Background: an optimization exercise with open tools, aiming at small area and a short achievable clock period. Do not read the settings as production practice.
At most, simulation tests tie the RTL to the original design; equivalence was not proved.
Only the layout flow was run in runs 1 and 2; the RTL was not checked for function there.
Power and IR drop assume default switching activity.

### design/flow/run.sh
#!/bin/bash
# synth_recipe.tcl (not shown) runs the flow's synth.tcl, then flattens the netlist and writes it again
# the make line also repeats each setting of config.mk as NAME=value (left out here)
make -C /OpenROAD-flow-scripts/flow DESIGN_CONFIG=/design/flow/config.mk WORK_HOME=/design/flow/orfs CLKGATE_MAP_FILE= SYNTH_SCRIPT=/design/flow/synth_recipe.tcl finish
### design/flow/config.mk
export PLATFORM = sky130hd
export DESIGN_NAME = load_order_queue
export DESIGN_NICKNAME = load_order_queue
export VERILOG_FILES = /design/flow/design.v
export SDC_FILE = /design/flow/constraint.sdc
export NUM_CORES = 4
export LEC_CHECK = 0
export CAP_MARGIN = 20
export CORE_MARGIN = 2
export CORE_UTILIZATION = 50
export PLACE_DENSITY = 0.65
export SETUP_SLACK_MARGIN = 2.5
export SLEW_MARGIN = 20
### design/flow/constraint.sdc
create_clock -name core_clock -period 6.0 [get_ports {clk}]
set_input_delay 1.2000 -clock core_clock [delete_from_list [all_inputs] [get_ports {clk}]]
set_output_delay 1.2000 -clock core_clock [all_outputs]
set_load 0.01 [all_outputs]
### design/flow/design.v
`default_nettype none
module lq_violation_select #(
    parameter int SQN_W = 6
) (
    input  wire logic [1:0]         i_flag,
    input  wire logic [2*SQN_W-1:0] i_sqn,
    output logic                    o_idx,
    output logic                    o_valid
);
    logic [SQN_W-1:0] diff;
    always_comb begin
        diff    = i_sqn[SQN_W +: SQN_W] - i_sqn[0 +: SQN_W];
        o_idx   = i_flag[1] & (~i_flag[0] | diff[SQN_W-1]);
        o_valid = |i_flag;
    end
endmodule
`default_nettype wire
`default_nettype none
module load_order_queue (
    input  wire logic        clk,
    input  wire logic        rst,
    input  wire logic [5:0]  IN_commitSqN,
    input  wire logic [1:0]  IN_valid,
    input  wire logic [1:0]  IN_isLoad,
    input  wire logic [63:0] IN_pc,
    input  wire logic [63:0] IN_addr,
    input  wire logic [3:0]  IN_size,
    input  wire logic [11:0] IN_sqN,
    input  wire logic [11:0] IN_loadSqN,
    input  wire logic [11:0] IN_storeSqN,
    input  wire logic        IN_branch_taken,
    input  wire logic [5:0]  IN_branch_sqN,
    input  wire logic [5:0]  IN_branch_loadSqN,
    input  wire logic        IN_branch_flush,
    output logic             OUT_branch_taken,
    output logic [31:0]      OUT_branch_dstPC,
    output logic [5:0]       OUT_branch_sqN,
    output logic [5:0]       OUT_branch_storeSqN,
    output logic [5:0]       OUT_branch_loadSqN,
    output logic             OUT_branch_flush,
    output logic [5:0]       OUT_maxLoadSqN
);
    localparam int NE = 16;
    function automatic logic is_older(input logic [5:0] a, input logic [5:0] b);
        logic bw;
        bw = 1'b0;
        for (int i = 0; i < 5; i++)
            bw = (~a[i] & b[i]) | (~(a[i] ^ b[i]) & bw);
        is_older = a[5] ^ b[5] ^ bw;
    endfunction
    function automatic logic [3:0] size_to_mask(input logic [1:0] size, input logic [1:0] off);
        case (size)
            2'd0:    size_to_mask = 4'b0001 << off;
            2'd1:    size_to_mask = off[1] ? 4'b1100 : 4'b0011;
            default: size_to_mask = 4'b1111;
        endcase
    endfunction
    logic [NE-1:0]       ent_valid_q;
    logic [NE-1:0][5:0]  ent_sqn_q;
    logic [NE-1:0][29:0] ent_addr_q;
    logic [NE-1:0][3:0]  ent_mask_q;
    logic [5:0]          max_q;           
    logic                br_taken_q;
    logic [31:0]         br_pc_q;
    logic [5:0]          br_sqn_q, br_ssqn_q, br_lsqn_q;
    logic [1:0]       op_live, op_ld, op_st;
    logic [1:0][5:0]  op_sqn;
    logic [1:0][29:0] op_addr;
    logic [1:0][3:0]  op_mask;
    logic [1:0][3:0]  op_idx;
    always_comb begin
        for (int p = 0; p < 2; p++) begin
            op_sqn[p]  = IN_sqN[p*6 +: 6];
            op_live[p] = IN_valid[p] & ~(IN_branch_taken & is_older(IN_branch_sqN, op_sqn[p]));
            op_ld[p]   = op_live[p] &  IN_isLoad[p];
            op_st[p]   = op_live[p] & ~IN_isLoad[p];
            op_addr[p] = IN_addr[p*32+2 +: 30];
            op_mask[p] = size_to_mask(IN_size[p*2 +: 2], IN_addr[p*32 +: 2]);
            op_idx[p]  = IN_loadSqN[p*6 +: 4];
        end
    end
    logic [1:0] viol;
    always_comb begin
        for (int p = 0; p < 2; p++) begin
            logic hit;
            hit = 1'b0;
            for (int e = 0; e < NE; e++)
                hit = hit | (ent_valid_q[e] && (ent_addr_q[e] == op_addr[p]) &&
                             is_older(op_sqn[p], ent_sqn_q[e]) && (|(ent_mask_q[e] & op_mask[p])));
            hit = hit | (op_ld[1-p] && (op_addr[1-p] == op_addr[p]) &&
                         is_older(op_sqn[p], op_sqn[1-p]) && (|(op_mask[1-p] & op_mask[p])));
            viol[p] = op_st[p] & hit;
        end
    end
    logic sel, any_viol;
    lq_violation_select #(.SQN_W(6)) u_sel (
        .i_flag  (viol),
        .i_sqn   (IN_sqN),
        .o_idx   (sel),
        .o_valid (any_viol)
    );
    logic [3:0]    hidx;         
    logic [NE-1:0] h0;           
    logic [NE-1:0] can_ret;      
    logic [NE-1:0] clr;          
    logic          ret0, ret1;
    logic [5:0]    max_d;
    always_comb begin
        hidx = max_q[3:0] + 4'd1;
        for (int e = 0; e < NE; e++) begin
            h0[e]      = (hidx == 4'(e));
            can_ret[e] = ent_valid_q[e] & is_older(ent_sqn_q[e], IN_commitSqN);
        end
        ret0 = |(h0 & can_ret);
        ret1 = ret0 & |({h0[NE-2:0], h0[NE-1]} & can_ret);
        for (int e = 0; e < NE; e++) begin
            if (IN_branch_taken)
                clr[e] = is_older(IN_branch_sqN, ent_sqn_q[e]);
            else
                clr[e] = (h0[e] & can_ret[e]) |
                         (h0[(e+NE-1)%NE] & can_ret[(e+NE-1)%NE] & can_ret[e]);
        end
        if (IN_branch_taken)
            max_d = IN_branch_flush ? IN_branch_loadSqN + 6'd15 : max_q;
        else
            max_d = max_q + {5'd0, ret0} + {5'd0, ret1};
    end
    logic [NE-1:0] we0, we1;
    always_comb begin
        for (int e = 0; e < NE; e++) begin
            we0[e] = op_ld[0] & (op_idx[0] == 4'(e));
            we1[e] = op_ld[1] & (op_idx[1] == 4'(e));
        end
    end
    always_ff @(posedge clk or posedge rst) begin
        if (rst) begin
            ent_valid_q <= '0;
            max_q       <= 6'd15;
            br_taken_q  <= 1'b0;
        end else begin
            for (int e = 0; e < NE; e++)
                ent_valid_q[e] <= we0[e] | we1[e] | (ent_valid_q[e] & ~clr[e]);
            max_q      <= max_d;
            br_taken_q <= any_viol;
        end
    end
    logic [NE-1:0] wr1, wr0, hold;
    logic [39:0]   wd0, wd1;
    assign wd0 = {op_sqn[0], op_addr[0], op_mask[0]};
    assign wd1 = {op_sqn[1], op_addr[1], op_mask[1]};
    assign wr1  = we1;
    assign wr0  = we0 & ~we1;
    assign hold = ~(we0 | we1);
    always_ff @(posedge clk) begin
        for (int e = 0; e < NE; e++)
            {ent_sqn_q[e], ent_addr_q[e], ent_mask_q[e]} <=
                ~(({40{wr1[e]}} & ~wd1) | ({40{wr0[e]}} & ~wd0) |
                  ({40{hold[e]}} & ~{ent_sqn_q[e], ent_addr_q[e], ent_mask_q[e]}));
        br_pc_q   <= sel ? IN_pc[63:32]       : IN_pc[31:0];
        br_sqn_q  <= sel ? IN_sqN[11:6]       : IN_sqN[5:0];
        br_ssqn_q <= sel ? IN_storeSqN[11:6]  : IN_storeSqN[5:0];
        br_lsqn_q <= sel ? IN_loadSqN[11:6]   : IN_loadSqN[5:0];
    end
    assign OUT_branch_taken    = br_taken_q;
    assign OUT_branch_dstPC    = br_pc_q;
    assign OUT_branch_sqN      = br_sqn_q;
    assign OUT_branch_storeSqN = br_ssqn_q;
    assign OUT_branch_loadSqN  = br_lsqn_q;
    assign OUT_branch_flush    = 1'b0;
    assign OUT_maxLoadSqN      = max_q;
endmodule
`default_nettype wire
==> results of run 1 <==
[Yosys cell counts, types with 9 or more instances]
library cell    n  area [µm²]
xor2_1        338        2960
nor4_1        101       631.9
nand3b_1       10       75.07
a21o_1         23       172.7
nand3_1        66       330.3
nor3_1         42       210.2
or2_2           9       56.30
and3_1         14       87.58
nand4_1       235        1470
mux2i_1       413        4134
nand4b_1       24       210.2
o311ai_0       10       87.58
inv_1          94       352.8
o21ai_0       495        2477
dfrtp_1        19       475.5
o31ai_1        10       75.07
nand2b_1       45       281.5
ha_1          274        3428
o21a_1         30       225.2
a21boi_0       18       135.1
mux2_4         46       690.7
or3_1          10       62.56
nor2b_1        34       212.7
clkbuf_1      361        1355
a31oi_1       172        1076
a21oi_1       328        1642
o22ai_1        20       125.1
a311oi_1       10       87.58
buf_1          31       116.4
xnor2_1       749        6560
nor2_1        421        1580
buf_2         158       790.8
nand2_1       774        2905
a2111oi_0      21       183.9
a211oi_1       35       262.8
dfxtp_1       690       13810
and3b_1        18       157.7
o211ai_1       47       352.8
[through the flow]
stage	hold WS (ps)	instances	area, µm²	setup slack, ps	total power (µW)
after floorplan	481.2	6346	53150	1793	13200
after global placement	497.8	7719	56620	279.5	15620
after detailed placement	505.5	7719	56620	329.9	15810
after CTS	514.4	8031	63160	2001	21620
after global routing	535.8	8127	65430	1809	23330
final	515.4	8130	65430	1940	22360
[final cells by class]
cell class / count / area share [%]
diodes: 5 / 0.01912
clock buffers: 134 / 3.861
clock inverters: 25 / 0.4341
inverters: 99 / 0.7228
multi-input cells: 4982 / 56.37
flip-flops and latches: 713 / 22.00
well taps: 1368 / 2.616
repair buffers: 801 / 13.95
repair inverters: 3 / 0.03442
[state kept, by name, indices dropped and copies added (netlist names)]
name and flops:
br_lsqn_q 6, br_pc_q 32, max_q 6, br_sqn_q 6, ent_mask_q 64, ent_addr_q 480
ent_valid_q 16, br_ssqn_q 6, br_taken_q 1, ent_sqn_q 96
[worst max path at each step]
stage,start,endpoint,slack [ps],cells after the start
global route,IN_commitSqN[1],max_q[4],1810,21
floorplan,IN_commitSqN[1],max_q[4],1790,18
global placement,IN_size[1],br_pc_q[0],280,13
finish,IN_commitSqN[1],max_q[5],1940,21
detailed placement,IN_size[1],br_lsqn_q[0],330,13
CTS,IN_commitSqN[1],max_q[4],2000,20
[what timing repair did]
item / CTS / global route
resized for setup: 546 / 235
pin swaps: 83 / 97
setup endpoints to repair: 713 / 670
cloned: 38 / 24
setup buffers: 115 / 70
[layout by cell type (no fill, tap or decap), drive strengths merged, types with 15 or more instances in the layout]
| cell type | instances |
|---|---|
| dfrtp | 19 |
| clkdlybuf4s50 | 159 |
| o22ai | 20 |
| dfxtp | 690 |
| a2111oi | 21 |
| o21ai | 496 |
| a31oi | 172 |
| mux2i | 413 |
| ha | 274 |
| clkbuf | 161 |
| nor3 | 42 |
| nand2 | 783 |
| xnor2 | 749 |
| nor4 | 102 |
| nand4 | 235 |
| nand3 | 69 |
| a21boi | 18 |
| a211oi | 35 |
| buf | 593 |
| a21o | 23 |
| o21a | 30 |
| mux2 | 52 |
| clkinv | 22 |
| nand4b | 24 |
| xor2 | 338 |
| o211ai | 47 |
| nor2 | 421 |
| a21oi | 329 |
| bufbuf | 15 |
| inv | 95 |
| nor2b | 34 |
| nand2b | 46 |
| and3b | 18 |
[kinds of logic (layout without fill, tap and decap cells)]
group           after synthesis  after routing  share of synthesized area (%)
simple gates               1847           1860                          16.85
compound gates             1294           1294                          14.79
xor+xnor                   1087           1087                          18.55
flops                       713            713                          28.05
buf+inv                     664           1062                          5.489
mux                         465            465                          9.535
fa+ha+maj                   275            275                          6.721
other cells                   1              6                       0.007309
[report_power, final]
| part | total, µW | internal (µW) | switching, µW | leakage [µW] |
|---|---|---|---|---|
| clock | 5440 | 3080 | 2360 | 0.00138 |
| sequential | 8410 | 6250 | 2160 | 0.00609 |
| combinational | 8510 | 4080 | 4430 | 0.0185 |
[worst min-delay path: stages, from the launching register on]
cell,delay [ps]
dfxtp_1,340
nand2_1,60
a31oi_1,70
[layer usage]
layer  vias to the layer above  track usage (%)  share of wire (%)
li1                      22820                -                  -
met1                     24840            55.81                 37
met2                      3831            64.44                 41
met3                       953            12.54                 14
met4                         8            29.08                8.0
met5                         -                0              0.047
==> flow_metrics.tcl, run 1 <==
set metrics [dict create \
    first_pass_iters 6 \
    grt_max_degree 82 \
    cpPeakStageDelay_ps 370 \
    grt_overflow 0 \
    crit_fanout 6 \
    via_per_inst 6.452 \
    ios 252 \
    holdPathEnd "ent_addr_q[170]" \
    min_path_type "flip-flop to flip-flop" \
    min_from "ent_addr_q[170]" \
    grt_pass1_wl_mm 340.9 \
    ant_nets 0 \
    power.density_nw_per_um2 341.8 \
    gp_congestion 1.032 \
    drc 0 \
    routedWlPerCell_um 30.50 \
    synth_seq_area_share_pct 28.05 \
    fmax_ghz 0.2463 \
    cts_inserted_buffers 88 \
    wl_mm 248.0 \
    die_y_um 324.3 \
    portBuffers 250 \
    seqCellArea_um2 14390 \
    die_area_um2 105200 \
    post-route-period-util_pct 67.67 \
    synth_ff_type "dfxtp_1" \
    setup_viol 0 \
    dpl.hpwl_mm 166.0 \
    skew_ps 39.34 \
    netlist_area_um2 51310 \
    tightest_slew_ps 1191 \
    worst_r2r_startpoint "ent_sqn_q[19]" \
    r2r_cells 19 \
    crit_path_end_kind "flip-flop" \
    rrSetupSlack_ps 2120 \
    numClockSinks 713 \
    slew_violations 0 \
    cap_viol_max_count 0 \
    ys_ff_latch 713 \
    worstPathRequired_ps 6600 \
    crit_family "compound AO/OA/AOI/OAI gates" \
    first_iter_violations 7634 \
    htree_levels 3 \
    tritoncts "yes" \
    final_util_pct 64.31 \
    worstSkewPairLatency_ps 700 \
    p_leak_uw 0.02598 \
    rsz0062_at_grt "yes" \
    die_x_um 324.3 \
    slew_headroom_pct 20.21 \
    period_needed_ps 4060 \
    r2r_end "max_q[5]" \
    yosys_warnings 2 \
    holdPathStages 2 \
    crit_path_top_delay_cell "fa_2" \
    finalHoldViolCount 0 \
    antenna_found_initial 9 \
    synth-edff-count 0 \
    netlist_instances 6346 \
    syn2layout_area_growth_pct 27.53 \
    finalSetupTns_ps 0 \
    final_layout_size_suffix_gt1_share_pct 18.43 \
    syn_nets 6815 \
    core-area_um2 101700 \
    critPathLaunchType "input port" \
    num_rows 117 \
    vdd_drop_max_v 0.0002572 \
    hold_buffers 0 \
    synth.distinct_cells 88 \
    grt_usage_pct 43.87 \
    multi_input_area_um2 36880 \
    crit_buf_inv 5 \
    layout.nets 7157 \
    initial_utilization_pct 50.43 \
    crit_chain "buf_12, buf_12, ha_4, and3b_1, o21a_1, o21a_1, o211a_1, a211oi_2, buf_4, and4_4, a311oi_2, nand4_1, nor2_2, a31o_2, fa_2, buf_4, buf_6, nor3_4, xor2_1, nor2_1, a21oi_1" \
    synth_area_per_cell_um2 8.085 \
    cts_buffer_depth 3 \
    outcome "finished clean" \
    clk_pin_slew_ps 60 \
    fillers 8484 \
    arrival_ps 4660 \
    vias 52460 \
    path_class "input port to flip-flop" \
    synth-async-reset-ratio_pct 3.226 \
    cts_root_buf "clkbuf_16" \
    grt_pass1_vias 48110 \
]
==> run 2: changes to the inputs <==
--- a/design/flow/design.v
+++ b/design/flow/design.v
@@ -10,7 +10,7 @@
     logic [SQN_W-1:0] diff;
     always_comb begin
         diff    = i_sqn[SQN_W +: SQN_W] - i_sqn[0 +: SQN_W];
-        o_idx   = i_flag[1] & (~i_flag[0] | diff[SQN_W-1]);
+        o_idx   = diff[SQN_W-1] ? i_flag[1] : ~i_flag[0];
         o_valid = |i_flag;
     end
 endmodule
@@ -42,11 +42,18 @@
 );
     localparam int NE = 16;
     function automatic logic is_older(input logic [5:0] a, input logic [5:0] b);
-        logic bw;
-        bw = 1'b0;
-        for (int i = 0; i < 5; i++)
-            bw = (~a[i] & b[i]) | (~(a[i] ^ b[i]) & bw);
-        is_older = a[5] ^ b[5] ^ bw;
+        logic [4:0] lt, gt;
+        logic       lt43, gt43, lt21, gt21, lt41, gt41, ltall;
+        lt    = ~a[4:0] & b[4:0];
+        gt    = a[4:0] & ~b[4:0];
+        lt43  = lt[4] | (~gt[4] & lt[3]);
+        gt43  = gt[4] | (~lt[4] & gt[3]);
+        lt21  = lt[2] | (~gt[2] & lt[1]);
+        gt21  = gt[2] | (~lt[2] & gt[1]);
+        lt41  = lt43 | (~gt43 & lt21);
+        gt41  = gt43 | (~lt43 & gt21);
+        ltall = lt41 | (~gt41 & lt[0]);
+        is_older = (a[5] ^ b[5]) ? ~ltall : ltall;
     endfunction
     function automatic logic [3:0] size_to_mask(input logic [1:0] size, input logic [1:0] off);
         case (size)
@@ -99,16 +106,15 @@
         .o_idx   (sel),
         .o_valid (any_viol)
     );
-    logic [3:0]    hidx;         
     logic [NE-1:0] h0;           
     logic [NE-1:0] can_ret;      
     logic [NE-1:0] clr;          
     logic          ret0, ret1;
     logic [5:0]    max_d;
+    logic [5:0] inc1, inc2;
     always_comb begin
-        hidx = max_q[3:0] + 4'd1;
         for (int e = 0; e < NE; e++) begin
-            h0[e]      = (hidx == 4'(e));
+            h0[e]      = (max_q[3:0] == 4'((e + NE - 1) % NE));
             can_ret[e] = ent_valid_q[e] & is_older(ent_sqn_q[e], IN_commitSqN);
         end
         ret0 = |(h0 & can_ret);
@@ -120,10 +126,12 @@
                 clr[e] = (h0[e] & can_ret[e]) |
                          (h0[(e+NE-1)%NE] & can_ret[(e+NE-1)%NE] & can_ret[e]);
         end
+        inc1 = max_q + 6'd1;
+        inc2 = max_q + 6'd2;
         if (IN_branch_taken)
             max_d = IN_branch_flush ? IN_branch_loadSqN + 6'd15 : max_q;
         else
-            max_d = max_q + {5'd0, ret0} + {5'd0, ret1};
+            max_d = ret1 ? inc2 : ret0 ? inc1 : max_q;
     end
     logic [NE-1:0] we0, we1;
     always_comb begin
--- a/design/flow/config.mk
+++ b/design/flow/config.mk
@@ -7,7 +7,7 @@
 export LEC_CHECK = 0
 export CAP_MARGIN = 20
 export CORE_MARGIN = 2
-export CORE_UTILIZATION = 50
-export PLACE_DENSITY = 0.65
-export SETUP_SLACK_MARGIN = 2.5
+export CORE_UTILIZATION = 55
+export PLACE_DENSITY = 0.7
+export SETUP_SLACK_MARGIN = 3.0
 export SLEW_MARGIN = 20
==> run 2 against run 1 <==
Net effect:
- the flow now stops in global routing
- synthesized cell count down 6.7%
- area after synthesis down 6.1%
==> flow_metrics.tcl, run 2 <==
set metrics [dict create \
    grt-worst-endpoint "br_pc_q[0]$_DFF_P_/D" \
    synth-edff-count 0 \
    synth_ff_type "dfxtp_1" \
    netlist_instances 5923 \
    hold_buffers 0 \
    synth_seq_area_share_pct 29.87 \
    ys_ff_latch 713 \
    dpl.hpwl_mm 139.7 \
    cts_inserted_buffers 83 \
    worst-ep-kind "sequential cell input" \
    synth-async-reset-ratio_pct 3.226 \
    gp_congestion 0.9617 \
    die_y_um 300.0 \
    lastStage "global routing" \
    dp.cells 7014 \
    syn_nets 6131 \
    synthSimpleGateAreaFrac_pct 14.60 \
    portBuffers 250 \
    grt_overflow 73 \
    htree_levels 3 \
    synth.top_cells.by_count "789 x xnor2_1, 690 x dfxtp_1, 623 x nand2_1" \
    synth_top_family_by_area "XOR/XNOR gates" \
    ios 252 \
    die_x_um 300.0 \
    num_rows 108 \
    cts_root_buf "clkbuf_16" \
    synth_area_per_cell_um2 8.135 \
    synth.distinct_cells 83 \
    synth_compound_area_share_pct 14.04 \
    numClockSinks 713 \
    netlist_area_um2 48180 \
    yosysTopAreaCell "dfxtp_1" \
    yosys.area_share.adder_pct 2.722 \
    synthMuxAreaShare_pct 12.37 \
    synth_xor_area_share_pct 20.52 \
    cts_buffer_depth 3 \
    initial_utilization_pct 55.54 \
    synth_most_common_cell "xnor2_1" \
    stop_error "[ERROR GRT-0232] Routing congestion too high. Check the congestion heatmap in the GUI." \
    dpl_worst_slack_ps 356.6 \
    grt_max_degree 63 \
    synthTopCellsByArea "dfxtp_1 29%, xnor2_1 14%, mux2i_1 11%, xor2_1 6.2%, o21ai_0 5.3%" \
    synth_top_area_share_pct 28.67 \
    yosys_warnings 2 \
    outcome "stopped before the end" \
    grt_usage_pct 74.99 \
]
[run 2: changes by cell type after synthesis, moves of 26 or more]
cell and delta:
a22oi_1 +34, nand2_1 -151, mux2i_1 +115, nor2_1 -66, maj3_1 +109, a31oi_1 -115
ha_1 -260, o21a_1 -26, xnor2_1 +40
[run 2: logic make-up after synthesis]
logic type / Yosys count
simple gates: 1519
other cells: 1
flops: 713
compound gates: 1179
buf+inv: 679
fa+ha+maj: 127
xor+xnor: 1129
mux: 576
[run 2: routing by layer]
metal	GRT overflow	GRT usage, %
met2	36	88.88
met4	34	70.58
met1	2	76.36
met3	1	62.75
met5	0	34.39
[run 2: power by group through the flow]
stage | logic (µW) | registers [µW] | clock network (µW)
after CTS | 7620 | 8080 | 5190
after detailed placement | 6810 | 8160 | 0
after global placement | 6700 | 8120 | 0
after floorplan | 5260 | 7570 | 0
[run 2: worst max path at each step]
stage	from	end	slack, ps
after CTS	IN_sqN[6]	br_pc_q[6]	2270
after detailed placement	IN_addr[11]	br_lsqn_q[4]	360
after floorplan	IN_sqN[6]	br_pc_q[15]	2160
after global placement	IN_addr[11]	br_ssqn_q[4]	400
[run 2: stage by stage]
| step | power [µW] | instance area (µm²) |
|---|---|---|
| floorplan | 12830 | 50320 |
| CTS | 20900 | 64010 |
| detailed placement | 14970 | 52910 |
| global placement | 14820 | 52910 |
[run 2: timing repair]
item | CTS
setup buffers | 270
gates cloned | 130
resized for setup | 749
pin swaps | 149
setup endpoints to repair | 717
==> run 3: changes to the inputs <==
--- a/design/flow/design.v
+++ b/design/flow/design.v
@@ -106,25 +106,31 @@
         .o_idx   (sel),
         .o_valid (any_viol)
     );
-    logic [NE-1:0] h0;           
-    logic [NE-1:0] can_ret;      
+    logic [NE-1:0] h0, h1;       
     logic [NE-1:0] clr;          
+    logic          v0, v1;
+    logic [5:0]    s0, s1;
     logic          ret0, ret1;
-    logic [5:0]    max_d;
-    logic [5:0] inc1, inc2;
+    logic [5:0]    inc1, inc2, max_d;
     always_comb begin
         for (int e = 0; e < NE; e++) begin
-            h0[e]      = (max_q[3:0] == 4'((e + NE - 1) % NE));
-            can_ret[e] = ent_valid_q[e] & is_older(ent_sqn_q[e], IN_commitSqN);
+            h0[e] = (max_q[3:0] == 4'((e + NE - 1) % NE));
+            h1[e] = (max_q[3:0] == 4'((e + NE - 2) % NE));
         end
-        ret0 = |(h0 & can_ret);
-        ret1 = ret0 & |({h0[NE-2:0], h0[NE-1]} & can_ret);
+        v0 = 1'b0; v1 = 1'b0; s0 = '0; s1 = '0;
+        for (int e = 0; e < NE; e++) begin
+            v0 = v0 | (h0[e] & ent_valid_q[e]);
+            v1 = v1 | (h1[e] & ent_valid_q[e]);
+            s0 = s0 | ({6{h0[e]}} & ent_sqn_q[e]);
+            s1 = s1 | ({6{h1[e]}} & ent_sqn_q[e]);
+        end
+        ret0 = v0 & is_older(s0, IN_commitSqN);
+        ret1 = ret0 & v1 & is_older(s1, IN_commitSqN);
         for (int e = 0; e < NE; e++) begin
             if (IN_branch_taken)
                 clr[e] = is_older(IN_branch_sqN, ent_sqn_q[e]);
             else
-                clr[e] = (h0[e] & can_ret[e]) |
-                         (h0[(e+NE-1)%NE] & can_ret[(e+NE-1)%NE] & can_ret[e]);
+                clr[e] = (h0[e] & ret0) | (h1[e] & ret1);
         end
         inc1 = max_q + 6'd1;
         inc2 = max_q + 6'd2;
--- a/design/flow/config.mk
+++ b/design/flow/config.mk
@@ -7,7 +7,7 @@
 export LEC_CHECK = 0
 export CAP_MARGIN = 20
 export CORE_MARGIN = 2
-export CORE_UTILIZATION = 55
-export PLACE_DENSITY = 0.7
-export SETUP_SLACK_MARGIN = 3.0
+export CORE_UTILIZATION = 50
+export PLACE_DENSITY = 0.65
+export SETUP_SLACK_MARGIN = 2.5
 export SLEW_MARGIN = 20
==> run 3 against run 2 <==
Net effect:
- now clean on timing, DRC and antenna
- area after synthesis increased by 1.3%
- synthesized cell count rose by 1.4%
==> flow_metrics.tcl, run 3 <==
set metrics [dict create \
    slew_headroom_pct 39.19 \
    cpPeakStageDelay_ps 550 \
    finalHoldViolCount 0 \
    switchingPower_uw 9172 \
    synth_top_area_share_pct 28.31 \
    synth-edff-count 0 \
    setup_viol 0 \
    cap_viol_max_count 0 \
    power.share.sequential_pct 35.6 \
    min_from "ent_mask_q[46]" \
    fmax_ghz 0.2470 \
    crit_path_end_kind "flip-flop" \
    ys_ff_latch 713 \
    yosysTopAreaCell "dfxtp_1" \
    numClockSinks 713 \
    grt_overflow 0 \
    arrival_ps 4600 \
    via_per_inst 6.469 \
    worst_r2r_startpoint "max_q[0]" \
    critPathLaunch "IN_addr[15]" \
    hold_slack_ps 568.8 \
    antenna_found_initial 8 \
    portBuffers 250 \
    swShare_pct 39.25 \
    final_cell_mix "776 x xnor2_1, 690 x dfxtp_1, 532 x mux2i_1" \
    synth_top_family_by_area "XOR/XNOR gates" \
    synth_xor_area_share_pct 19.53 \
    synth.distinct_cells 96 \
    critPathLaunchType "input port" \
    crit_fanout 10 \
    ant_nets 0 \
    p_leak_uw 0.02430 \
    die_y_um 316.4 \
    layout.nets 6440 \
    vias 49020 \
    worstSkewPairLatency_ps 700 \
    post-route-period-util_pct 67.47 \
    crit_top_cell "nand4_1" \
    synthTopCellsByArea "dfxtp_1 28%, xnor2_1 14%, mux2i_1 11%, xor2_1 5.5%, a21oi_1 5.0%" \
    ios 252 \
    tritoncts "yes" \
    crit_path_top_delay_cell "nand4_1" \
    min_path_type "flip-flop to flip-flop" \
    drc 0 \
    layout.cells.most_common "xnor2_1" \
    routedWlPerCell_um 29.90 \
    outcome "finished clean" \
    clk_pin_slew_ps 60 \
    p_clk_share_pct 23.9 \
    crit_family "simple AND/OR/NAND/NOR gates" \
    grt_pass1_vias 45370 \
    syn_nets 6211 \
    htree_levels 3 \
    die_area_um2 100100 \
    cts_buffer_depth 3 \
    grt_max_degree 82 \
    rsz0062_at_grt "yes" \
    largest_reg_flops 480 \
    synth.top_cells.by_count "782 x xnor2_1, 690 x dfxtp_1, 533 x mux2i_1" \
    synth_most_common_cell "xnor2_1" \
    gp_congestion 1.049 \
    first_iter_violations 7083 \
    syn2layout_area_growth_pct 24.51 \
    synth_ff_type "dfxtp_1" \
    first_pass_iters 9 \
    die_x_um 316.4 \
    synthSimpleGateAreaFrac_pct 14.38 \
    num_rows 114 \
    core-area_um2 96710 \
    hold_buffers 0 \
    seqCellArea_um2 14400 \
    yosys.area_share.adder_pct 1.767 \
    vdd_drop_max_v 0.0002378 \
    p_int_uw 14200 \
    period_needed_ps 4048 \
    grt_pass1_wl_mm 316.8 \
    path_class "input port to flip-flop" \
    yosys_warnings 2 \
    dpl.hpwl_mm 148.0 \
    synth_seq_area_share_pct 29.50 \
    grt_usage_pct 43.23 \
    netlist_instances 6003 \
    tightest_slew_ps 908.7 \
    cts_inserted_buffers 86 \
    synthMuxAreaShare_pct 12.62 \
    synth_area_per_cell_um2 8.128 \
    netlist_area_um2 48790 \
    combPwrFrac_pct 40.5 \
    synth-async-reset-ratio_pct 3.226 \
    synth_compound_area_share_pct 15.83 \
    initial_utilization_pct 50.46 \
    worstPathRequired_ps 6550 \
    final_layout_size_suffix_gt1_share_pct 16.61 \
    fillers 8302 \
    crit_chain "buf_4, buf_6, xnor2_1, nand4_1, nor4_1, nand4_1, a21oi_2, a32oi_1, o311ai_0, o41a_1, mux2i_4, buf_12, buf_16, mux2_4" \
    crit_buf_inv 4 \
    cts_root_buf "clkbuf_16" \
    finalSetupTns_ps 0 \
    wl_mm 226.6 \
    power.density_nw_per_um2 384.6 \
    multi_input_area_um2 32890 \
    slew_violations 0 \
    skew_ps 33.90 \
]
run 3: path summary, 6_finish.rpt:
| check | end | slack, ps | cells past startpoint |
|---|---|---|---|
| min in group asynchronous | ent_valid_q[11] | 930 | 2 |
| hold reg to reg | ent_mask_q[46] | 570 | 2 |
| hold / removal | ent_mask_q[46] | 570 | 2 |
| max in group asynchronous | ent_valid_q[12] | 4640 | 2 |
| setup / recovery | br_pc_q[23] | 1950 | 14 |
| setup reg to reg | ent_valid_q[5] | 2210 | 13 |
run 3: metrics by stage:
stage                     setup WS [ps]  util [%]  power, µW  cells  instance area, µm²
after floorplan                    1925         -      13430   6003               49330
after global placement            486.3     54.78      15750   7216               52970
after detailed placement          450.0     54.78      15910   7216               52970
after CTS                          2078     61.29      22530   7517               59280
after global routing               2043     62.81      24230   7574               60740
final                              1952     62.82      23370   7578               60750
run 3: power by group through the flow:
| stage | clock [µW] | sequential [µW] | combinational, µW |
|---|---|---|---|
| final | 5590 | 8310 | 9470 |
| after global routing | 5770 | 8460 | 10000 |
| after CTS | 5580 | 8200 | 8750 |
| after detailed placement | 0 | 8270 | 7640 |
| after global placement | 0 | 8230 | 7520 |
| after floorplan | 0 | 7620 | 5820 |
run 3: area by class of cell:
cell class,count,share of cell area [%]
clock inverters,32,0.7620
flip-flops and latches,713,23.71
repair buffers,762,13.97
repair inverters,1,0.01442
multi-input cells,4570,54.14
inverters,98,0.7044
clock buffers,121,4.057
well taps,1276,2.628
diodes,5,0.02060
run 3: timing repair:
action | 4_1_cts | 5_1_grt
endpoints found under the setup margin | 714 | 563
setup buffers | 118 | 45
gates resized for setup | 446 | 248
gates cloned | 30 | 11
pin swaps | 87 | 107
run 3: layer usage:
metal | vias to the layer above | wire length (µm) | global-route usage (%)
met2 | 3448 | 95100 | 65.28
met1 | 23070 | 80840 | 51.69
li1 | 21350 | - | -
met5 | - | 44 | 0
met3 | 1149 | 26940 | 11.03
met4 | 6 | 23630 | 35.95
run 3: logic make-up (layout without fill, tap and decap cells):
family	Yosys count	in the layout
xor gates and xnor gates	1088	1088
and+or+nand+nor	1491	1494
buffers and inverters	723	1014
AOI/OAI and AO/OA	1318	1318
DFF	713	713
other	1	6
muxes	587	587
adders and majority gates	82	82
run 3: tightest hold or removal path, stage by stage, from the launching register on:
cell and delay, ps:
dfxtp_1 320, a21oi_1 120, o21ai_0 70
==> run 4: changes to the inputs <==
--- a/design/flow/design.v
+++ b/design/flow/design.v
@@ -2,17 +2,13 @@
 module lq_violation_select #(
     parameter int SQN_W = 6
 ) (
-    input  wire logic [1:0]         i_flag,
-    input  wire logic [2*SQN_W-1:0] i_sqn,
-    output logic                    o_idx,
-    output logic                    o_valid
+    input  wire logic [1:0] i_flag,
+    input  wire logic       i_older1,    
+    output logic            o_idx,
+    output logic            o_valid
 );
-    logic [SQN_W-1:0] diff;
-    always_comb begin
-        diff    = i_sqn[SQN_W +: SQN_W] - i_sqn[0 +: SQN_W];
-        o_idx   = diff[SQN_W-1] ? i_flag[1] : ~i_flag[0];
-        o_valid = |i_flag;
-    end
+    assign o_idx   = i_older1 ? i_flag[1] : ~i_flag[0];
+    assign o_valid = |i_flag;
 endmodule
 `default_nettype wire
 `default_nettype none
@@ -67,9 +63,10 @@
     logic [NE-1:0][29:0] ent_addr_q;
     logic [NE-1:0][3:0]  ent_mask_q;
     logic [5:0]          max_q;           
-    logic                br_taken_q;
-    logic [31:0]         br_pc_q;
-    logic [5:0]          br_sqn_q, br_ssqn_q, br_lsqn_q;
+    logic [1:0]          br_viol_q;
+    logic                br_older1_q;     
+    logic [1:0][31:0]    br_pc_q;
+    logic [1:0][5:0]     br_sqn_q, br_ssqn_q, br_lsqn_q;
     logic [1:0]       op_live, op_ld, op_st;
     logic [1:0][5:0]  op_sqn;
     logic [1:0][29:0] op_addr;
@@ -99,13 +96,6 @@
             viol[p] = op_st[p] & hit;
         end
     end
-    logic sel, any_viol;
-    lq_violation_select #(.SQN_W(6)) u_sel (
-        .i_flag  (viol),
-        .i_sqn   (IN_sqN),
-        .o_idx   (sel),
-        .o_valid (any_viol)
-    );
     logic [NE-1:0] h0, h1;       
     logic [NE-1:0] clr;          
     logic          v0, v1;
@@ -150,12 +140,12 @@
         if (rst) begin
             ent_valid_q <= '0;
             max_q       <= 6'd15;
-            br_taken_q  <= 1'b0;
+            br_viol_q   <= 2'b00;
         end else begin
             for (int e = 0; e < NE; e++)
                 ent_valid_q[e] <= we0[e] | we1[e] | (ent_valid_q[e] & ~clr[e]);
             max_q      <= max_d;
-            br_taken_q <= any_viol;
+            br_viol_q  <= viol;
         end
     end
     logic [NE-1:0] wr1, wr0, hold;
@@ -170,16 +160,24 @@
             {ent_sqn_q[e], ent_addr_q[e], ent_mask_q[e]} <=
                 ~(({40{wr1[e]}} & ~wd1) | ({40{wr0[e]}} & ~wd0) |
                   ({40{hold[e]}} & ~{ent_sqn_q[e], ent_addr_q[e], ent_mask_q[e]}));
-        br_pc_q   <= sel ? IN_pc[63:32]       : IN_pc[31:0];
-        br_sqn_q  <= sel ? IN_sqN[11:6]       : IN_sqN[5:0];
-        br_ssqn_q <= sel ? IN_storeSqN[11:6]  : IN_storeSqN[5:0];
-        br_lsqn_q <= sel ? IN_loadSqN[11:6]   : IN_loadSqN[5:0];
+        br_older1_q <= is_older(op_sqn[1], op_sqn[0]);
+        br_pc_q     <= IN_pc;
+        br_sqn_q    <= IN_sqN;
+        br_ssqn_q   <= IN_storeSqN;
+        br_lsqn_q   <= IN_loadSqN;
     end
-    assign OUT_branch_taken    = br_taken_q;
-    assign OUT_branch_dstPC    = br_pc_q;
-    assign OUT_branch_sqN      = br_sqn_q;
-    assign OUT_branch_storeSqN = br_ssqn_q;
-    assign OUT_branch_loadSqN  = br_lsqn_q;
+    logic sel, any_viol;
+    lq_violation_select #(.SQN_W(6)) u_sel (
+        .i_flag   (br_viol_q),
+        .i_older1 (br_older1_q),
+        .o_idx    (sel),
+        .o_valid  (any_viol)
+    );
+    assign OUT_branch_taken    = any_viol;
+    assign OUT_branch_dstPC    = br_pc_q[sel];
+    assign OUT_branch_sqN      = br_sqn_q[sel];
+    assign OUT_branch_storeSqN = br_ssqn_q[sel];
+    assign OUT_branch_loadSqN  = br_lsqn_q[sel];
     assign OUT_branch_flush    = 1'b0;
     assign OUT_maxLoadSqN      = max_q;
 endmodule
==> design/flow/flow/run.sh (new file) <==
#!/bin/bash
# Own layout flow: the standard flow (standard.sh), except that synthesis
# maps logic with a delay-driven ABC script (flow/abc.script, target MY_ABC_D)
# and port buffers are sky130_fd_sc_hd__buf_1.
# Every tool's output goes to a log file in this folder.
set -euo pipefail
W=$(pwd)
# synth_recipe.tcl with the abc override inserted after its first line (the
# synth wrapper that drops fsm/share); the rest is kept as it is.
{ head -n 1 synth_recipe.tcl; cat flow/abc_override.tcl; tail -n +2 synth_recipe.tcl; } > my_synth.tcl
sed -E "s#SYNTH_SCRIPT=[^ ]+#SYNTH_SCRIPT=$W/my_synth.tcl#" standard.sh > my_standard.sh
grep -q "SYNTH_SCRIPT=$W/my_synth.tcl" my_standard.sh
export MY_ABC_SCRIPT=$W/flow/abc.script
export MY_ABC_D=1500
# port buffers (every input and output port still gets one) use the
# smallest buffer; timing repair upsizes the ones on critical paths
export BUFFER_PORTS_ARGS="-buffer_cell sky130_fd_sc_hd__buf_1"
bash my_standard.sh > flow_make.log 2>&1
test -f out/final.def
==> design/flow/flow/abc.script (new file) <==
strash
dch
map {D}
topo
buffer -c
upsize {D}
dnsize {D}
==> design/flow/flow/abc_override.tcl (new file) <==
# Technology mapping with a delay-driven ABC script: the script named by
# MY_ABC_SCRIPT, with {D} replaced by "-D MY_ABC_D" (ps). Everything else in
# the synthesis is synth_recipe.tcl / ORFS synth.tcl unchanged.
proc abc {args} {
  set fin [open $::env(MY_ABC_SCRIPT) r]
  set body [string map [list "{D}" "-D $::env(MY_ABC_D)"] [read $fin]]
  close $fin
  set scr $::env(RESULTS_DIR)/my_abc.script
  set fout [open $scr w]
  puts -nonewline $fout $body
  close $fout
  set i [lsearch -exact $args -script]
  if { $i >= 0 } { set args [lreplace $args $i [expr {$i + 1}] -script $scr] }
  set j [lsearch -exact $args -D]
  if { $j >= 0 } { set args [lreplace $args $j [expr {$j + 1}]] }
  lappend args -D $::env(MY_ABC_D)
  puts "abc with [file tail $::env(MY_ABC_SCRIPT)], -D $::env(MY_ABC_D)"
  yosys abc {*}$args
}
==> design/flow/standard.sh (new file) <==
#!/bin/bash
# synth_recipe.tcl (not shown) runs the flow's synth.tcl, then flattens the netlist and writes it again
# the make line also repeats each setting of config.mk as NAME=value (left out here)
make -C /OpenROAD-flow-scripts/flow DESIGN_CONFIG=/design/flow/config.mk WORK_HOME=/design/flow/orfs CLKGATE_MAP_FILE= SYNTH_SCRIPT=/design/flow/synth_recipe.tcl "${@:-finish}"
--- a/design/flow/config.mk
+++ b/design/flow/config.mk
@@ -7,7 +7,7 @@
 export LEC_CHECK = 0
 export CAP_MARGIN = 20
 export CORE_MARGIN = 2
-export CORE_UTILIZATION = 50
-export PLACE_DENSITY = 0.65
+export CORE_UTILIZATION = 40
+export PLACE_DENSITY = 0.55
 export SETUP_SLACK_MARGIN = 2.5
 export SLEW_MARGIN = 20
removed: design/flow/run.sh
==> run 4 against run 3 <==
Net effect:
- cell area shrank 6.9%
- clock power grew 13%
- cell count grew 10%
- clock-buffer cell count grew 20
- critical path depth shrank 3
- largest power group unchanged
- die area grew 19%
- critical path type unchanged
- clock skew shrank 11 ps
==> flow_metrics.tcl, run 4 <==
set metrics [dict create \
    outcome "finished clean" \
    fillers 11620 \
    crit_chain "buf_2, clkinv_1, buf_12, nand2_1, o2111ai_1, a211oi_1, nand4_1, nor2_1, o211ai_1, o2111a_1, a41oi_1" \
    busiest_layer "met2" \
    synth_seq_area_share_pct 33.08 \
    core-area_um2 115900 \
    holdPathEnd "ent_mask_q[45]" \
    use_met2_pct 65.49 \
    clk_pin_slew_ps 60 \
    dpl_worst_slack_ps 1305 \
    finalPower_uw 23690 \
    grt_max_degree 51 \
    dpl.hpwl_mm 202.1 \
    syn_nets 6757 \
    netlist_area_um2 46670 \
    yosysTopAreaCell "dfxtp_1" \
    syn2layout_area_growth_pct 21.21 \
    crit_path_end_kind "flip-flop" \
    crit_path_top_delay_cell "buf_2" \
    power.density_nw_per_um2 418.8 \
    arrival_ps 4410 \
    num_rows 125 \
    synth_ff_type "dfxtp_1" \
    ios 252 \
    netlist_instances 6557 \
    numClockSinks 765 \
    htree_levels 3 \
    slew_violations 0 \
    p_leak_uw 0.02416 \
    first_iter_violations 11470 \
    layout.nets 6944 \
    final_cell_area_um2 56570 \
    synth_area_per_cell_um2 7.118 \
    use_met3_pct 23.99 \
    synth.top_cells.by_count "1050 x nor2_1, 781 x inv_1, 742 x a221oi_1" \
    die_x_um 345.6 \
    layout.cells.most_common "nor2_1" \
    finalSetupTns_ps 0 \
    grt_overflow 0 \
    final_cell_mix "1012 x nor2_1, 741 x dfxtp_1, 732 x inv_1" \
    fmax_ghz 0.2653 \
    final_util_pct 48.81 \
    cts_buffer_depth 3 \
    worstSkewPairLatency_ps 740 \
    worst_slack_ps 2230 \
    ys_ff_latch 765 \
    setup_viol 0 \
    r2r_end "ent_valid_q[6]" \
    crit_fanout 28 \
    vias 61310 \
    synth-async-reset-ratio_pct 3.137 \
    gp_congestion 1.058 \
    tightest_slew_ps 1208 \
    critPathLaunchType "input port" \
    cap_viol_max_count 0 \
    grt_pass1_vias 54100 \
    slew_headroom_pct 19.40 \
    path_class "input port to flip-flop" \
    die_area_um2 119400 \
    cts_inserted_buffers 95 \
    placed_area_um2 49800 \
    rrSetupSlack_ps 2470 \
    tritoncts "yes" \
    synth-edff-count 0 \
    ant_nets 0 \
    cpPeakStageDelay_ps 710 \
    first_pass_iters 14 \
    final_layout_size_suffix_gt1_share_pct 14.76 \
    synth_most_common_cell "nor2_1" \
    yosys_warnings 1 \
    vdd_drop_max_v 0.0003036 \
    drc 0 \
    synth_top_area_share_pct 31.78 \
    crit_buf_inv 3 \
    skew_ps 23.38 \
    crit_family "buffers and inverters" \
    via_per_inst 7.327 \
    cts_root_buf "clkbuf_16" \
    initial_utilization_pct 40.27 \
    r2r_cells 17 \
    routedWlPerCell_um 38.23 \
    wl_mm 319.9 \
    post-route-period-util_pct 62.83 \
    met1_usage_pct 64.40 \
    antenna_found_initial 24 \
    synth.distinct_cells 62 \
    die_y_um 345.6 \
    portBuffers 250 \
    worstPathRequired_ps 6640 \
    grt_usage_pct 50.28 \
    min_path_type "flip-flop to flip-flop" \
    rsz0062_at_grt "yes" \
    min_from "ent_mask_q[45]" \
    grt_pass1_wl_mm 430.2 \
    worst_r2r_startpoint "max_q[0]" \
    largest_reg_flops 480 \
    holdPathStages 2 \
    synthTopCellsByArea "dfxtp_1 32%, a221oi_1 14%, nor2_1 8.4%, o22ai_1 8.4%, inv_1 6.3%" \
    period_needed_ps 3770 \
    finalHoldViolCount 0 \
]
==> run 4: changes by cell type in the layout (fill, tap and decap cells not counted), moves of 205 or more <==
cell	delta
a21oi_1	-366
a221oi_1	+698
inv_1	+651
mux2i_1	-532
nand2_1	+205
nor2_1	+552
o21ai_0	-334
o22ai_1	+594
xnor2_1	-735
==> run 4: how the worst max path moves through the flow <==
stage	to	cells after the start	from	slack, ps
floorplan	ent_addr_q[275]	15	IN_branch_sqN[2]	2650
global placement	ent_addr_q[215]	13	IN_branch_sqN[2]	1290
detailed placement	ent_addr_q[84]	13	IN_branch_sqN[2]	1310
CTS	ent_addr_q[375]	13	IN_branch_sqN[2]	2470
global route	max_q[3]	17	max_q[1]	2370
finish	br_viol_q[0]	11	IN_addr[18]	2230
==> run 4: cell type report <==
| type | count | area, µm² | area share, % |
|---|---|---|---|
| Multi-Input combinational cell | 4372 | 27240 | 48.15 |
| Clock buffer | 141 | 2750 | 4.861 |
| Tap cell | 1524 | 1907 | 3.371 |
| Timing Repair Buffer | 700 | 5380 | 9.510 |
| Antenna cell | 22 | 55.05 | 0.09731 |
| Inverter | 810 | 3211 | 5.675 |
| Clock inverter | 34 | 584.3 | 1.033 |
| Sequential cell | 765 | 15450 | 27.31 |
==> run 4: worst reg2reg max path, cell delays in order (launching register included) <==
cell and delay [ps]:
dfstp_2 600, clkinvlp_4 170, ha_4 230, inv_1 80
nor3_1 50, buf_4 220, a221oi_1 470, nand4_1 140
buf_4 190, a22oi_1 200, o22ai_2 150, o211ai_1 130
nand2_1 140, nand2_4 190, buf_6 130, nand3_2 50
a21oi_2 140, o21ai_1 80
==> run 4: stage by stage <==
step                      hold WS [ps]  cells
after CTS                        475.3   8229
final                            478.3   8368
after detailed placement         465.9   7984
after floorplan                  444.9   6557
after global routing             499.1   8346
after global placement           455.6   7979
==> run 4: timing repair <==
action                                  CTS  global route
pin swaps                                36            60
hold buffers                              0             0
setup buffers                            51           103
hold endpoints to repair                  0             0
endpoints found under the setup margin  642           630
gates resized for setup                 134           223
cloned                                   19            12
==> run 4: logic make-up (layout without fill, tap and decap cells) <==
family / Yosys count / in the layout / synth area share, %
AOI/OAI and AO/OA: 1916 / 1917 / 30.36
xor gates and xnor gates: 164 / 164 / 3.078
adders and majority gates: 6 / 6 / 0.1608
buffers and inverters: 1448 / 1685 / 12.00
DFF: 765 / 765 / 33.08
muxes: 50 / 50 / 1.206
other: 1 / 23 / 0.008035
and+or+nand+nor: 2207 / 2234 / 20.11
==> run 4: where the power goes <==
group	internal, µW	switching (µW)
Clock	3640	2690
Sequential	6420	1490
Combinational	3450	6010
==> run 4: routing by layer <==
metal	part of all wire, %	routed length (µm)
met1	36	116000
met2	37	117700
met3	18	57640
met4	8.8	28270
met5	0.11	353
==> run 5: changes to the inputs <==
==> design/flow/flow/abc.script (replaced) <==
strash
&get -n
&dch -f
&nf -p -E 50 {D}
&put
buffer -c
upsize {D}
dnsize {D}
==> run 5 against run 4 <==
Net effect:
- area after synthesis down 5.5%
- first-iteration DRC count down 16%
- combinational power down 13%
- cell area down 3.5%
- worst hold slack better by 32 ps
- non-clock buffer count up 41
- register-to-register slack worse by 160 ps
- synthesized cell count down 16%
- maximum frequency up 0.46%
- sequential cell count unchanged
- sequential power up 15%
- largest power group is now sequential cells
==> flow_metrics.tcl, run 5 <==
set metrics [dict create \
    arrival_ps 4370 \
    power.share.sequential_pct 38.7 \
    period_needed_ps 3753 \
    routed.top_layer "met5" \
    yosysTopAreaCell "dfxtp_1" \
    grt_overflow 0 \
    antenna_found_initial 17 \
    worst_r2r_startpoint "max_q[0]" \
    final_util_pct 50.01 \
    swShare_pct 41.27 \
    min_from "ent_addr_q[35]" \
    cts_buffer_depth 3 \
    initial_utilization_pct 40.39 \
    largest_reg_flops 480 \
    numClockSinks 765 \
    gp_congestion 1.043 \
    ios 252 \
    synth-async-reset-ratio_pct 3.137 \
    synth_top_area_share_pct 33.65 \
    post-route-period-util_pct 62.54 \
    critPathLaunch "IN_addr[52]" \
    cap_viol_max_count 0 \
    combPwrFrac_pct 35.3 \
    syn_nets 5720 \
    portBuffers 250 \
    fmax_ghz 0.2665 \
    netlist_area_um2 44080 \
    fillers 10560 \
    rrSetupSlack_ps 2310 \
    dpl.hpwl_mm 180.6 \
    p_clk_share_pct 26.0 \
    grt_pass1_vias 48360 \
    critPathLaunchType "input port" \
    setup_viol 0 \
    p_leak_uw 0.02039 \
    vdd_drop_max_v 0.0002562 \
    synth_ff_type "dfxtp_1" \
    die_area_um2 112900 \
    via_per_inst 7.442 \
    hold_slack_ps 510.2 \
    rsz0062_at_grt "yes" \
    final_cell_mix "997 x o22ai_1, 741 x dfxtp_1, 692 x a21oi_1" \
    vias 54050 \
    tightest_slew_ps 1052 \
    first_iter_violations 9593 \
    hold_buffers 0 \
    final_layout_size_suffix_gt1_share_pct 17.46 \
    cts_root_buf "clkbuf_16" \
    p_int_uw 13750 \
    slew_headroom_pct 28.97 \
    crit_path_end_kind "flip-flop" \
    htree_levels 3 \
    worst_slack_ps 2247 \
    core-area_um2 109200 \
    switchingPower_uw 9658 \
    clk_pin_slew_ps 70 \
    finalSetupTns_ps 0 \
    ant_nets 0 \
    synthTopCellsByArea "dfxtp_1 34%, o22ai_1 14%, a21oi_1 8.1%, xor2_1 5.6%, clkbuf_1 5.1%" \
    netlist_instances 5520 \
    drc 0 \
    worstSkewPairLatency_ps 700 \
    crit_fanout 11 \
    grt_usage_pct 46.74 \
    slew_violations 0 \
    syn2layout_area_growth_pct 23.82 \
    r2r_cells 15 \
    first_pass_iters 10 \
    min_path_type "flip-flop to flip-flop" \
    grt_pass1_wl_mm 376.2 \
    layout.nets 5904 \
    finalPower_uw 23400 \
    layout.cells.most_common "o22ai_1" \
    skew_ps 19.77 \
    outcome "finished clean" \
    num_rows 121 \
    seqCellArea_um2 15450 \
    r2r_end "ent_valid_q[4]" \
    wl_mm 282.1 \
    wl_met2_mm 110.7 \
    path_class "input port to flip-flop" \
    synth.top_cells.by_count "1016 x o22ai_1, 741 x dfxtp_1, 712 x a21oi_1" \
    drt-met1-wl_mm 97.20 \
    dpl_worst_slack_ps 976.4 \
    synth.distinct_cells 75 \
    synth_area_per_cell_um2 7.986 \
    worstPathRequired_ps 6620 \
    multi_input_area_um2 26200 \
    routedWlPerCell_um 38.84 \
    synth_seq_area_share_pct 35.02 \
    cp-endpoint "br_viol_q[1]" \
    die_x_um 336.0 \
    power.density_nw_per_um2 428.8 \
    finalHoldViolCount 0 \
    synth_most_common_cell "o22ai_1" \
    die_y_um 336.0 \
    synth-edff-count 0 \
    tritoncts "yes" \
    grt_max_degree 49 \
    ys_ff_latch 765 \
    wl_met3_mm 42.29 \
    cts_inserted_buffers 90 \
    yosys_warnings 1 \
]
-- run 5: changes by cell type after synthesis, sizes merged, moves of 83 or more --
| cell | delta |
|---|---|
| inv | -460 |
| xor2 | +158 |
| nor2 | -1008 |
| a21oi | +573 |
| nand2 | -541 |
| xnor2 | +95 |
| a221oi | -646 |
| a22oi | +127 |
| nor3 | -84 |
| o22ai | +385 |
| clkbuf | +83 |
-- run 5: worst min-delay path by stage --
stage | to | slack, ps | cells after the start
floorplan | ent_addr_q[153] | 480 | 2
global placement | ent_addr_q[445] | 490 | 2
detailed placement | ent_addr_q[445] | 500 | 2
CTS | ent_addr_q[55] | 510 | 2
global route | ent_addr_q[401] | 530 | 2
finish | ent_addr_q[35] | 510 | 2
-- run 5: cell families after synthesis --
group / share of synthesized area (%)
muxes: 1.277
and+or+nand+nor: 9.553
buffers and inverters: 8.705
DFF: 35.02
xor gates and xnor gates: 8.285
adders and majority gates: 0.1703
other: 0.008506
AOI/OAI and AO/OA: 36.98
-- run 5: power groups by stage --
stage / clock network [µW] / registers, µW / logic [µW]
after detailed placement: 0 / 8990 / 7140
after CTS: 6060 / 8900 / 7650
after global routing: 6280 / 9190 / 8800
after floorplan: 0 / 7970 / 5420
after global placement: 0 / 8980 / 7070
final: 6080 / 9060 / 8270
-- run 5: layer usage --
layer  vias to the layer above  GRT usage (%)
met5                         -              0
met4                        22          40.14
met3                      1664          17.22
met2                      4950          66.73
met1                     25740          55.21
li1                      21680              -
-- run 5: critical path: stages --
cell and delay, ps:
clkbuf_2 450, buf_4 400, xor2_1 130, nor4_1 620
nand4_1 450, a2111oi_2 510, nor4_2 130, nand4_1 200
a31oi_1 70, nor3b_1 180
-- run 5: metrics by stage --
stage	cells	instance area [µm²]
detailed placement	6920	47360
floorplan	5520	44380
CTS	7169	52340
finish	7263	54590
global route	7256	54570
global placement	6920	47360
-- run 5: final cells by class --
cell class / count / share of cell area, %
clock inverter: 41 / 1.068
antenna: 9 / 0.04126
clock buffer: 125 / 4.772
timing repair buffer: 741 / 11.74
multi-input combinational: 3752 / 48.00
inverter: 354 / 2.700
tap: 1476 / 3.383
sequential: 765 / 28.30
-- run 5: timing repair --
item,CTS,global route
gates cloned,10,25
endpoints found under the setup margin,699,658
endpoints found under the hold margin,0,0
buffers inserted,73,60
resized for setup,257,309
pin swaps,43,72
==> run 6: changes to the inputs <==
--- a/design/flow/design.v
+++ b/design/flow/design.v
@@ -96,17 +96,17 @@
             viol[p] = op_st[p] & hit;
         end
     end
+    logic [NE-1:0] h0_q;         
     logic [NE-1:0] h0, h1;       
+    logic [NE-1:0] h0_d;
     logic [NE-1:0] clr;          
     logic          v0, v1;
     logic [5:0]    s0, s1;
     logic          ret0, ret1;
     logic [5:0]    inc1, inc2, max_d;
     always_comb begin
-        for (int e = 0; e < NE; e++) begin
-            h0[e] = (max_q[3:0] == 4'((e + NE - 1) % NE));
-            h1[e] = (max_q[3:0] == 4'((e + NE - 2) % NE));
-        end
+        h0 = h0_q;
+        h1 = {h0_q[NE-2:0], h0_q[NE-1]};
         v0 = 1'b0; v1 = 1'b0; s0 = '0; s1 = '0;
         for (int e = 0; e < NE; e++) begin
             v0 = v0 | (h0[e] & ent_valid_q[e]);
@@ -124,10 +124,14 @@
         end
         inc1 = max_q + 6'd1;
         inc2 = max_q + 6'd2;
-        if (IN_branch_taken)
+        if (IN_branch_taken) begin
             max_d = IN_branch_flush ? IN_branch_loadSqN + 6'd15 : max_q;
-        else
+            for (int e = 0; e < NE; e++)
+                h0_d[e] = IN_branch_flush ? (IN_branch_loadSqN[3:0] == 4'(e)) : h0_q[e];
+        end else begin
             max_d = ret1 ? inc2 : ret0 ? inc1 : max_q;
+            h0_d  = ret1 ? {h1[NE-2:0], h1[NE-1]} : ret0 ? h1 : h0_q;
+        end
     end
     logic [NE-1:0] we0, we1;
     always_comb begin
@@ -140,11 +144,13 @@
         if (rst) begin
             ent_valid_q <= '0;
             max_q       <= 6'd15;
+            h0_q        <= NE'(1);
             br_viol_q   <= 2'b00;
         end else begin
             for (int e = 0; e < NE; e++)
                 ent_valid_q[e] <= we0[e] | we1[e] | (ent_valid_q[e] & ~clr[e]);
             max_q      <= max_d;
+            h0_q       <= h0_d;
             br_viol_q  <= viol;
         end
     end
==> run 6 against run 5 <==
Net effect:
- critical path depth is 1 lower
- setup slack better by 97 ps
- register-to-register slack better by 260 ps
- cell area is 1.3% lower
- sequential share of layout area is 1.1 points higher
- sequential power is 5.0% higher
- sequential cell count is 16 higher
- largest power group unchanged
- highest routed layer unchanged
==> flow_metrics.tcl, run 6 <==
set metrics [dict create \
    outcome "finished clean" \
    ios 252 \
    synth_xor_area_share_pct 8.172 \
    rsz0062_at_grt "yes" \
    antenna_found_initial 12 \
    slew_violations 0 \
    synth_top_area_share_pct 33.04 \
    placed_area_um2 47630 \
    grt_max_degree 64 \
    via_per_inst 7.537 \
    synth_most_common_cell "o22ai_1" \
    worstPathRequired_ps 6610 \
    crit_chain "clkbuf_2, clkbuf_8, buf_4, xnor2_1, nand4_1, or4b_2, a2111oi_1, nor4_1, a41oi_1" \
    grt_usage_pct 45.40 \
    cts_buffer_depth 3 \
    die_y_um 339.1 \
    cts_root_buf "clkbuf_16" \
    vdd_drop_max_v 0.0002350 \
    tritoncts "yes" \
    yosysTopAreaCell "dfxtp_1" \
    grt_pass1_wl_mm 378.0 \
    drc 0 \
    synth_seq_area_share_pct 35.28 \
    worstSkewPairLatency_ps 730 \
    crit_fanout 27 \
    finalSetupTns_ps 0 \
    first_iter_violations 10090 \
    worst_slack_ps 2345 \
    synthSimpleGateAreaFrac_pct 9.298 \
    finalHoldViolCount 0 \
    power.density_nw_per_um2 443.2 \
    portBuffers 250 \
    dpl.hpwl_mm 177.5 \
    yosys.area_share.adder_pct 0.2118 \
    layout.cells.most_common "o22ai_1" \
    dp.cells 6935 \
    grt_overflow 0 \
    setup_viol 0 \
    slew_headroom_pct 19.47 \
    synth-async-reset-ratio_pct 5.122 \
    critPathLaunchType "input port" \
    first_pass_iters 10 \
    crit_path_end_kind "flip-flop" \
    synth_compound_area_share_pct 37.01 \
    crit_buf_inv 3 \
    crit_family "simple AND/OR/NAND/NOR gates" \
    synth_top_family_by_area "compound AO/OA/AOI/OAI gates" \
    syn_nets 5780 \
    cap_viol_max_count 0 \
    path_class "input port to flip-flop" \
    ant_nets 0 \
    die_area_um2 115000 \
    synth.distinct_cells 85 \
    vias 54620 \
    fillers 10860 \
    fmax_ghz 0.2736 \
    htree_levels 3 \
    grt_pass1_vias 48750 \
    syn2layout_area_growth_pct 19.99 \
    synth-edff-count 0 \
    skew_ps 31.93 \
    clk_pin_slew_ps 60 \
    cpPeakStageDelay_ps 700 \
    rrSetupSlack_ps 2570 \
    seqCellArea_um2 15860 \
    synthMuxAreaShare_pct 1.279 \
    min_path_type "flip-flop to flip-flop" \
    num_rows 122 \
    tightest_slew_ps 1193 \
    cts_inserted_buffers 92 \
    crit_path_top_delay_cell "or4b_2" \
    numClockSinks 781 \
    multi_input_area_um2 26050 \
    p_leak_uw 0.01983 \
    initial_utilization_pct 40.46 \
    layout.nets 5875 \
    die_x_um 339.1 \
    synthTopCellsByArea "dfxtp_1 33%, o22ai_1 14%, a21oi_1 8.1%, xor2_1 5.2%, clkbuf_1 4.5%" \
    yosys_warnings 1 \
    wl_mm 282.7 \
    largest_reg_flops 480 \
    stdcell_count 7247 \
    arrival_ps 4260 \
    period_needed_ps 3655 \
    synth_area_per_cell_um2 8.047 \
    post-route-period-util_pct 60.92 \
    netlist_area_um2 44900 \
    hold_slack_ps 508.4 \
    synth.top_cells.by_count "1000 x o22ai_1, 741 x dfxtp_1, 729 x a21oi_1" \
    hold_buffers 0 \
    dpl_worst_slack_ps 929.5 \
    final_cell_mix "1000 x o22ai_1, 740 x dfxtp_1, 715 x a21oi_1" \
    synth_ff_type "dfxtp_1" \
    gp_congestion 1.031 \
    final_cell_area_um2 53880 \
    ys_ff_latch 781 \
    netlist_instances 5580 \
    final_layout_size_suffix_gt1_share_pct 14.99 \
    core-area_um2 111000 \
    routedWlPerCell_um 39.02 \
]
==> run 6: cell count changes after synthesis, sizes merged, moves of 15 or more <==
cell	change
buf	+85
a221oi	+29
a31o	-16
dfrtp	+15
clkbuf	-67
xnor2	+16
nor2b	-24
o22ai	-16
a222oi	+23
nand3	+34
a21oi	+18
==> run 6: cell families after synthesis <==
group | Yosys count
flip-flops | 781
AO/OA/AOI/OAI | 2570
XOR/XNOR | 419
other | 1
adder cells (fa/ha/maj) | 8
multiplexers | 51
buffers and inverters | 1013
AND/OR/NAND/NOR | 737
==> run 6: repair_timing <==
item                       4_1_cts  5_1_grt
pin swaps                       12       31
gates cloned                     4       28
buffers inserted                47       55
setup endpoints to repair      730      705
gates resized for setup        191      194
==> run 6: worst paths after layout <==
path | start | to | depth (start not counted)
max in group asynchronous | rst | h0_q[12] | 3
min in group asynchronous | rst | max_q[4] | 3
hold / removal | ent_addr_q[244] | ent_addr_q[244] | 2
setup / recovery | IN_addr[63] | br_viol_q[1] | 9
hold reg to reg | ent_addr_q[244] | ent_addr_q[244] | 2
setup reg to reg | h0_q[10] | ent_valid_q[8] | 11
==> run 6: tightest hold or removal path, stage by stage (launching register included) <==
cell and delay [ps]:
dfxtp_1 310, o22ai_1 100, a21oi_1 50
==> run 6: where the power goes <==
| part | internal, µW | leakage [µW] | switching (µW) |
|---|---|---|---|
| Clock | 3540 | 0.00156 | 2530 |
| Combinational | 3470 | 0.0115 | 4840 |
| Sequential | 6880 | 0.00674 | 2620 |
==> run 6: area by class of cell <==
type                            instances  area share (%)
Multi-Input combinational cell       3791           48.35
Clock buffer                          131           5.034
Tap cell                             1488           3.455
Clock inverter                         38          0.8662
Inverter                              343           2.617
Timing Repair Buffer                  666           10.20
Antenna cell                            9         0.04180
Sequential cell                       781           29.44
==> run 6: metal layers <==
| metal | GRT usage (%) | routed length [µm] |
|---|---|---|
| met1 | 55.73 | 98590 |
| met2 | 65.06 | 111000 |
| met3 | 15.82 | 44240 |
| met4 | 34.12 | 28660 |
| met5 | 0 | 214 |
==> run 6: through the flow <==
stage          utilization (%)  total power [µW]
2_1_floorplan                -             13920
3_3_place_gp             42.92             16730
3_5_place_dp             42.92             16820
4_1_cts                  46.85             23060
5_1_grt                  48.53             24750
6_report                 48.55             23880
==> run 7: changes to the inputs <==
--- a/design/flow/config.mk
+++ b/design/flow/config.mk
@@ -8,6 +8,8 @@
 export CAP_MARGIN = 20
 export CORE_MARGIN = 2
 export CORE_UTILIZATION = 40
+export CTS_CLUSTER_DIAMETER = 80
+export CTS_CLUSTER_SIZE = 20
 export PLACE_DENSITY = 0.55
 export SETUP_SLACK_MARGIN = 2.5
 export SLEW_MARGIN = 20
==> run 7 against run 6 <==
Net effect:
- still clean on timing, DRC and antenna
- non-clock buffer count is 16 lower
- utilization is 1.6 points lower
- global-route usage is 0.32 points lower
- setup slack better by 5.5 ps
- clock skew is 15 ps higher
- via count is 0.76% lower
- synthesized cell count stayed put
- worst hold slack better by 5.6 ps
- wire length is 0.35% lower
- register-to-register slack worse by 50 ps
- largest cell class unchanged
==> flow_metrics.tcl, run 7 <==
set metrics [dict create \
    outcome "finished clean" \
    final_layout_size_suffix_gt1_share_pct 13.74 \
    post-route-period-util_pct 60.83 \
    fmax_ghz 0.2740 \
    slew_violations 0 \
    synth_ff_type "dfxtp_1" \
    grt_max_degree 64 \
    synth.top_cells.by_count "1000 x o22ai_1, 741 x dfxtp_1, 729 x a21oi_1" \
    slew_headroom_pct 17.65 \
    cp_num_cells 9 \
    multi_input_area_um2 26050 \
    finalPower_uw 21700 \
    arrival_ps 4270 \
    worst_slack_ps 2350 \
    crit_buf_inv 3 \
    finalHoldViolCount 0 \
    p_leak_uw 0.01898 \
    yosysTopAreaCell "dfxtp_1" \
    wl_mm 281.8 \
    worstPathRequired_ps 6620 \
    synth-edff-count 0 \
    yosys_warnings 1 \
    cpPeakStageDelay_ps 700 \
    die_y_um 339.1 \
    cts_buffer_depth 3 \
    synth_seq_area_share_pct 35.28 \
    die_x_um 339.1 \
    vdd_drop_max_v 0.0002695 \
    crit_fanout 27 \
    worstSkewPairLatency_ps 750 \
    grt_pass1_vias 48430 \
    initial_utilization_pct 40.46 \
    power.density_nw_per_um2 416.3 \
    clk_pin_slew_ps 100 \
    syn_nets 5780 \
    synth_top_area_share_pct 33.04 \
    r2r_cells 12 \
    layout.cells.most_common "o22ai_1" \
    largest_reg_flops 480 \
    synth_area_per_cell_um2 8.047 \
    synthTopCellsByArea "dfxtp_1 33%, o22ai_1 14%, a21oi_1 8.1%, xor2_1 5.2%, clkbuf_1 4.5%" \
    seqCellArea_um2 15860 \
    setup_viol 0 \
    min_path_type "flip-flop to flip-flop" \
    cap_viol_max_count 0 \
    critPathLaunchType "input port" \
    first_pass_iters 10 \
    vias 54210 \
    first_iter_violations 9912 \
]
[run 7: worst paths after layout]
path                                  from              end  slack, ps
min                        ent_addr_q[244]  ent_addr_q[244]        510
max in group asynchronous              rst         h0_q[12]       4850
max                            IN_addr[63]     br_viol_q[1]       2350
min reg2reg                ent_addr_q[244]  ent_addr_q[244]        510
min in group asynchronous              rst          h0_q[2]        630
max reg2reg                       h0_q[13]  ent_valid_q[13]       2520
[run 7: repair_timing]
item	in CTS	in global routing
hold buffers	0	0
pin swaps	13	32
resized for setup	166	213
setup endpoints to repair	729	696
setup buffers	35	51
cloned	4	28
[run 7: per-layer routing]
layer | GRT usage (%) | part of all wire, % | routed length, µm | up-vias
li1 | - | - | - | 21610
met1 | 55.18 | 35 | 97960 | 25900
met2 | 64.29 | 39 | 110100 | 5145
met3 | 15.75 | 16 | 44630 | 1531
met4 | 34.84 | 10 | 28940 | 14
met5 | 0.2500 | 0.068 | 191 | -
[run 7: layout make-up]
cell class	instances	share of cell area (%)
Antenna cell	14	0.06720
Clock buffer	61	2.640
Clock inverter	26	0.4992
Inverter	343	2.669
Multi-Input combinational cell	3792	49.96
Sequential cell	781	30.43
Tap cell	1488	3.571
Timing Repair Buffer	650	10.17
[run 7: logic make-up (layout without fill, tap and decap cells)]
family                     Yosys count  after routing  share of synthesized area (%)
adders and majority gates            8              8                         0.2118
DFF                                781            781                          35.28
and+or+nand+nor                    737            739                          9.298
AOI/OAI and AO/OA                 2570           2574                          37.01
muxes                               51             51                          1.279
xor gates and xnor gates           419            419                          8.172
other                                1             15                       0.008351
buffers and inverters             1013           1080                          8.746
[run 7: power breakdown]
part | switching, µW | total (µW) | internal, µW | leakage, µW
logic | 4820 | 8230 | 3410 | 0.0114
registers | 2630 | 9500 | 6870 | 0.00674
clock network | 2240 | 3980 | 1740 | 0.000800
total | 9680 | 21700 | 12000 | 0.0190
[run 7: worst reg2reg max path, stage by stage, from the launching register on]
cell      delay, ps
dfrtp_1         390
buf_8           170
a222oi_1        380
and4_1          290
nand4_1         120
a221o_1         350
or3_4           380
and3_4          230
nor4_2          150
buf_4           170
buf_4           120
nand3_2         300
a41o_1          330
[run 7: through the flow]
stage / hold WS, ps / utilization (%) / area (µm²) / std cells
3_5_place_dp: 497.7 / 42.92 / 47630 / 6935
2_1_floorplan: 482.3 / - / 44950 / 5580
3_3_place_gp: 491.1 / 42.92 / 47630 / 6935
4_1_cts: 512.7 / 45.28 / 50240 / 7061
6_report: 513.9 / 46.98 / 52130 / 7155
5_1_grt: 528.0 / 46.95 / 52100 / 7142

Setup slack of run 7, layout unchanged: 2.350 ns with ideal ports, 2.404 ns with driving cells assumed (clock clkbuf_16, inputs buf_2), 1.604 ns with port delays also shifted by the 0.800 ns mid clock arrival.
